Background: an optimization exercise with open tools, aiming at small area, a short achievable clock period and few clock cycles per item. Do not read the settings as production practice.
At most, simulation tests tie the RTL to the original design; equivalence was not proved.
Power and IR drop assume default switching activity.

==> flow/design.v <==
package kst_pkg;
	localparam int ENTRIES  = 16;
	localparam int KEY_BITS = 64;
	localparam int IDX_W    = $clog2(ENTRIES);
	localparam int CNT_W    = $clog2(ENTRIES + 1);
	typedef enum logic {
		FUNC_SET    = 1'b0,
		FUNC_LOOKUP = 1'b1
	} func_t;
	typedef enum logic [1:0] {
		RC_OK        = 2'd0,
		RC_FULL      = 2'd1,
		RC_NOT_FOUND = 2'd2
	} code_t;
	typedef struct packed {
		logic [KEY_BITS-1:0] key;
		logic [31:0]         addr;
		logic [15:0]         port;
		logic                flag;
	} entry_t;
endpackage
module keyed_status_table (
	input  logic           clk,
	input  logic           arst_n,
	input  logic           req_valid,
	output logic           req_ready,
	input  logic           req_func,
	input  logic [63:0]    req_key,
	input  logic           req_online,
	input  logic [31:0]    req_ip_addr,
	input  logic [15:0]    req_port_num,
	output logic           rsp_valid,
	input  logic           rsp_ready,
	output logic [1:0]     rsp_result_code,
	output logic [31:0]    rsp_found_ip,
	output logic [15:0]    rsp_found_port,
	output logic           rsp_found_online
);
	localparam int N  = kst_pkg::ENTRIES;
	localparam int KW = kst_pkg::KEY_BITS;
	localparam int RW = 32 + 16 + 1;           
	localparam int H  = N / 2;                 
	logic              a_vld;
	logic              a_func;
	logic [KW-1:0]     a_key;
	logic [RW-1:0]     a_rec;
	logic              b_vld;
	logic              b_func;
	logic [RW-1:0]     b_rec;
	logic [N-1:0]      b_hv;                    
	logic              b_sp0, b_sph;            
	logic [N-1:0]      v_q;
	logic [KW-1:0]     k_q [N];
	logic [RW-1:0]     d_q [N];                 
	logic [N-1:0]      d_wr;
	logic              o_vld, s_vld;
	logic [1:0]        o_code, s_code;
	logic [RW-1:0]     o_rec, s_rec;
	logic              rdy_q;
	logic [N-1:0]      v_eff;
	logic [N-1:0]      a_hv;                    
	logic              a_set;
	logic              a_wait;
	logic [N-1:0]      a_hv_q;                  
	logic              a_old;                   
	logic              a_known;
	logic              a_go;
	logic              a_load;
	logic              b_load;
	logic              full;
	logic              b_set;
	logic              b_hit;
	logic              b_ins0, b_insh;
	logic              b_move;
	logic              push;
	logic              o_load;
	logic [1:0]        new_code;
	logic [RW-1:0]     new_rec;
	logic              a_vld_n, a_set_n, b_vld_n, s_vld_n, full_n;
	logic [N-1:0]      v_n;
	always_comb begin
		v_eff    = v_q;
		v_eff[0] = v_q[0] || b_ins0;
		v_eff[H] = v_q[H] || b_insh;
		for (int p = 0; p < N; p++)
			a_hv[(p + 1) % N] = v_eff[p] && (k_q[p] == a_key);
	end
	assign full    = &v_q;
	assign a_set   = a_func == kst_pkg::FUNC_SET;
	assign a_known = a_old && (|a_hv_q);
	assign a_wait  = a_set && !full && v_q[N-1] && v_q[H-1] && !a_known;
	assign a_go    = a_vld && !a_wait;
	assign b_load  = !b_vld || b_move;
	assign a_load  = !a_vld || (!a_wait && b_load);
	assign b_hit   = |b_hv;
	assign b_set   = b_vld && (b_func == kst_pkg::FUNC_SET);
	assign b_ins0  = b_vld && b_sp0 && !b_hit;
	assign b_insh  = b_vld && b_sph && !b_hit;
	assign b_move  = !s_vld || rsp_ready;
	assign push    = b_vld && b_move;
	assign o_load  = !o_vld || rsp_ready;
	always_comb begin
		new_rec = '0;
		for (int p = 0; p < N; p++)
			new_rec = new_rec | ((d_q[p] ^ {RW{p % 2 == 1}}) & {RW{b_hv[p]}});
		if (b_func == kst_pkg::FUNC_SET)
			new_rec = '0;
		if (b_func == kst_pkg::FUNC_LOOKUP)
			new_code = b_hit ? kst_pkg::RC_OK : kst_pkg::RC_NOT_FOUND;
		else
			new_code = (!b_hit && !b_sp0 && !b_sph) ? kst_pkg::RC_FULL : kst_pkg::RC_OK;
	end
	always_ff @(posedge clk or negedge arst_n) begin
		if (!arst_n)
			a_vld <= 1'b0;
		else if (a_load)
			a_vld <= req_valid && req_ready;
	end
	always_ff @(posedge clk or negedge arst_n) begin
		if (!arst_n)
			a_old <= 1'b0;
		else
			a_old <= !a_load;
	end
	always_ff @(posedge clk) begin
		a_hv_q <= a_hv;
		if (a_load) begin
			a_func <= req_func;
			a_key  <= req_key;
			a_rec  <= {req_ip_addr, req_port_num, req_online};
		end
	end
	always_ff @(posedge clk or negedge arst_n) begin
		if (!arst_n)
			b_vld <= 1'b0;
		else if (b_load)
			b_vld <= a_go;
	end
	always_ff @(posedge clk) begin
		if (b_load) begin
			b_func <= a_func;
			b_rec  <= a_rec;
			b_hv   <= a_hv;
			b_sp0  <= a_set && !v_q[N-1];
			b_sph  <= a_set && v_q[N-1] && !v_q[H-1];
		end else begin
			b_hv   <= {b_hv[N-2:0], b_hv[N-1]} | (N'(b_ins0) << 1) | (N'(b_insh) << (H + 1));
			b_sp0  <= 1'b0;
			b_sph  <= 1'b0;
		end
	end
	assign v_n = {v_eff[N-2:0], v_eff[N-1]};
	always_ff @(posedge clk or negedge arst_n) begin
		if (!arst_n)
			v_q <= '0;
		else
			v_q <= v_n;
	end
	always_comb begin
		for (int p = 0; p < N; p++)
			d_wr[(p + 1) % N] = b_set && b_hv[p];
		d_wr[1]     = d_wr[1] || (b_vld && b_sp0);
		d_wr[H + 1] = d_wr[H + 1] || (b_vld && b_sph);
	end
	always_ff @(posedge clk) begin
		for (int p = 1; p < N; p++)
			k_q[p] <= k_q[p-1];
		k_q[0] <= v_q[N-1] ? k_q[N-1] : a_key;
		k_q[H] <= v_q[H-1] ? k_q[H-1] : a_key;
		for (int p = 0; p < N; p++)
			d_q[p] <= ~(({RW{d_wr[p]}} & ((p % 2 == 1) ? b_rec : ~b_rec))
			          | ({RW{!d_wr[p]}} & d_q[(p + N - 1) % N]));
	end
	always_ff @(posedge clk or negedge arst_n) begin
		if (!arst_n) begin
			o_vld <= 1'b0;
			s_vld <= 1'b0;
		end else begin
			o_vld <= o_load ? (s_vld || push) : 1'b1;
			s_vld <= s_vld_n;
		end
	end
	always_ff @(posedge clk) begin
		if (o_load) begin
			o_code <= s_vld ? s_code : new_code;
			o_rec  <= s_vld ? s_rec : new_rec;
		end
		if (push && (s_vld || !o_load)) begin
			s_code <= new_code;
			s_rec  <= new_rec;
		end
	end
	assign a_vld_n = a_load ? (req_valid && req_ready) : a_vld;
	assign a_set_n = a_load ? (req_func == kst_pkg::FUNC_SET) : a_set;
	assign b_vld_n = b_load ? a_go : b_vld;
	assign s_vld_n = o_load ? (s_vld && push) : (s_vld || push);
	assign full_n  = &v_n;
	always_ff @(posedge clk or negedge arst_n) begin
		if (!arst_n)
			rdy_q <= 1'b1;
		else
			rdy_q <= !a_vld_n || (!(a_set_n && !full_n && v_n[N-1] && v_n[H-1])
			                      && (!b_vld_n || !s_vld_n));
	end
	assign req_ready        = rdy_q;
	assign rsp_valid        = o_vld;
	assign rsp_result_code  = o_code;
	assign rsp_found_ip     = o_rec[RW-1:17];
	assign rsp_found_port   = o_rec[16:1];
	assign rsp_found_online = o_rec[0];
endmodule
Settings: LEC_CHECK=0, CAP_MARGIN=20, CORE_MARGIN=2, CORE_UTILIZATION=40, CTS_CLUSTER_DIAMETER=80, CTS_CLUSTER_SIZE=25, SETUP_SLACK_MARGIN=2.0, SLEW_MARGIN=20; clock period 4.0 ns.
run.sh (not shown) runs the stock make flow with config.mk's settings and CLKGATE_MAP_FILE= SYNTH_SCRIPT=/design/flow/synth_recipe.tcl, a recipe that flattens the netlist after the stock synthesis.
The starting point went through all stages and came out clean.
Next try:
- CORE_UTILIZATION: 40 -> 55
- SETUP_SLACK_MARGIN: 2.0 -> 1.8
After rerunning:
- The new run went through all stages and came out clean
- clock power decreases by roughly a tenth
- worst setup slack gets worse by 440 ps
- first-iteration DRC count decreases by about a fifth
- non-clock buffer count decreases by 187
- clock skew decreases by 6.4 ps
- utilization increases by 15 points
- maximum frequency decreases by about a fifth
- register-to-register slack gets worse by 440 ps
- sequential power hardly moves
Function was not checked in any run of this note: the RTL went through the layout flow alone.

---

== JK ==
keyed_status_table, a different RTL version from the one above (not shown whole).
Size in the first run: roughly 2,000 flip-flops, about 170 I/O pins, roughly 70,000 um2 of cells after synthesis.
clock: 4.0 ns
lec_check: 0
cap_margin: 20
core_margin: 2
core_utilization: 40
cts_cluster_diameter: 80
cts_cluster_size: 25
setup_slack_margin: 1.8
slew_margin: 20
Testbench counts of JK, summed over its fixed seeds: cycles 8,178, requests 8,000.
### JK -> MS
- CORE_UTILIZATION: 40 -> 51
### Flow results
MS ran to completion and came out clean on the timing, DRC and antenna checks. The power density over cell area was comparable across JK and MS. Against JK, MS reports a maximum achievable frequency that is higher. The last element of the critical path comes out o_rec[16] in one run and o_rec[3] in the other, namely in MS and JK respectively. MS vs. JK: met2 layer wire length in the routed design moved up; area enclosed by the die boundary has decreased; non-clock buffer count down 27.
Setup changes, MS to AL
- changing CORE_UTILIZATION from 51 to 48
- changing SETUP_SLACK_MARGIN from 1.8 to 1.6
[summary]
Cell area | AL vs MS | AL smaller. Going from MS to AL, core footprint up about 7%, vertical extent of the die increased by about 3% relative to the old numbers, placed wire-length estimate saw a decrease. Diff AL and MS: final worst slack lower in AL.
Edits applied to the flow inputs when going from AL to TR:
- SETUP_SLACK_MARGIN now 1.8, was 1.6
Compared with AL, TR shows a half-perimeter wire length after placement that is 6.6% higher.
Min global-route usage across AL and TR: AL
TR leaves more setup margin than AL.
Across both runs, number of antenna cells inserted was lower for TR than for AL.
Higher design area was reported by TR, not AL.
Run comparison: TR end of the critical path o_rec[14]; AL end of the critical path a_hv[9]
AL -> TR: buffer levels on the longest clock path delta 0, exact match
Changes observed in TR relative to AL: fmax now larger, utilization after layout now larger.
First-pass GRT wire length was higher in the run labelled TR.

---

old:
Starting RTL as in the previous note.
export LEC_CHECK = 0
export CAP_MARGIN = 20
export CORE_MARGIN = 2
export CORE_UTILIZATION = 48
export CTS_CLUSTER_DIAMETER = 80
export CTS_CLUSTER_SIZE = 25
export PLACE_DENSITY = 0.65
export SETUP_SLACK_MARGIN = 1.8
export SLEW_MARGIN = 20
create_clock -name core_clock -period 4.0 [get_ports {clk}]
Testbench counts of old, summed over its fixed seeds: cycles 8,178, requests 8,000.
Input-level comparison between new and old:
- PLACE_DENSITY removed (was 0.65)
- CORE_UTILIZATION changed from 48 to 44
- SETUP_SLACK_MARGIN changed from 1.8 to 1.9
[summary]
When the final numbers for new and old were put side by side, the post-synthesis to final-layout area growth turned out to be greater in new.
When the final numbers for new and old were put side by side, the non-clock buffer count turned out to be greater in new.
new vs old, instance count: new higher
[new] part of the cycle the worst path needs rose 0.85 points relative to old
Note that the routed wire length per instance recorded for old amounts to 0.946 times the value seen in new.
Sequential fraction of total cell area for new: 2.0 points down relative to old
new reports a higher total wire length than old does.

-- separate check: timing with driven ports --
How much do the figures lean on ideal ports? The routed layouts below were timed once more, with nothing changed but the port constraints. Step 1 sets driving cells, clkbuf_16 on the clock port and buf_2 on the other inputs (assumed; they add their load-dependent delay and slew). Step 2 times the ports against the registers' clock, not the clock port: input delays grow and output delays shrink by t, the midpoint of the rising clock arrivals with the driver on. a / b / c = no drivers / after step 1 / after step 2; a / b = the first two.
run	t, ns	slack for setup (ns)	hold WS [ns]	worst register clock-pin slew, ns	worst data-port slew with drivers (ns)
the first run of note 1	0.879	1.394 / 1.394 / 1.140	0.334 / 0.334 / 0.334	0.10 / 0.10	0.23
the second run of note 1	0.893	0.955 / 0.955 / 0.954	0.335 / 0.335 / 0.335	0.11 / 0.11	0.08
JK	0.893	1.492 / 1.492 / 0.893	0.353 / 0.353 / 0.353	0.11 / 0.11	0.13
MS	0.832	1.515 / 1.504 / 0.794	0.338 / 0.328 / 0.338	0.11 / 0.11	0.16
AL	0.841	1.410 / 1.480 / 0.640	0.357 / 0.348 / 0.357	0.11 / 0.11	0.17
TR	0.855	1.550 / 1.550 / 0.813	0.356 / 0.327 / 0.356	0.11 / 0.11	0.21
old	0.846	1.471 / 1.471 / 0.846	0.355 / 0.332 / 0.355	0.11 / 0.11	0.17
new	0.879	1.438 / 1.438 / 0.730	0.328 / 0.328 / 0.328	0.11 / 0.11	0.22
After both steps every run listed still meets setup and hold. The setup slack of AL, which loses most, moves by +0.070 ns with the drivers and by -0.770 ns with both steps.
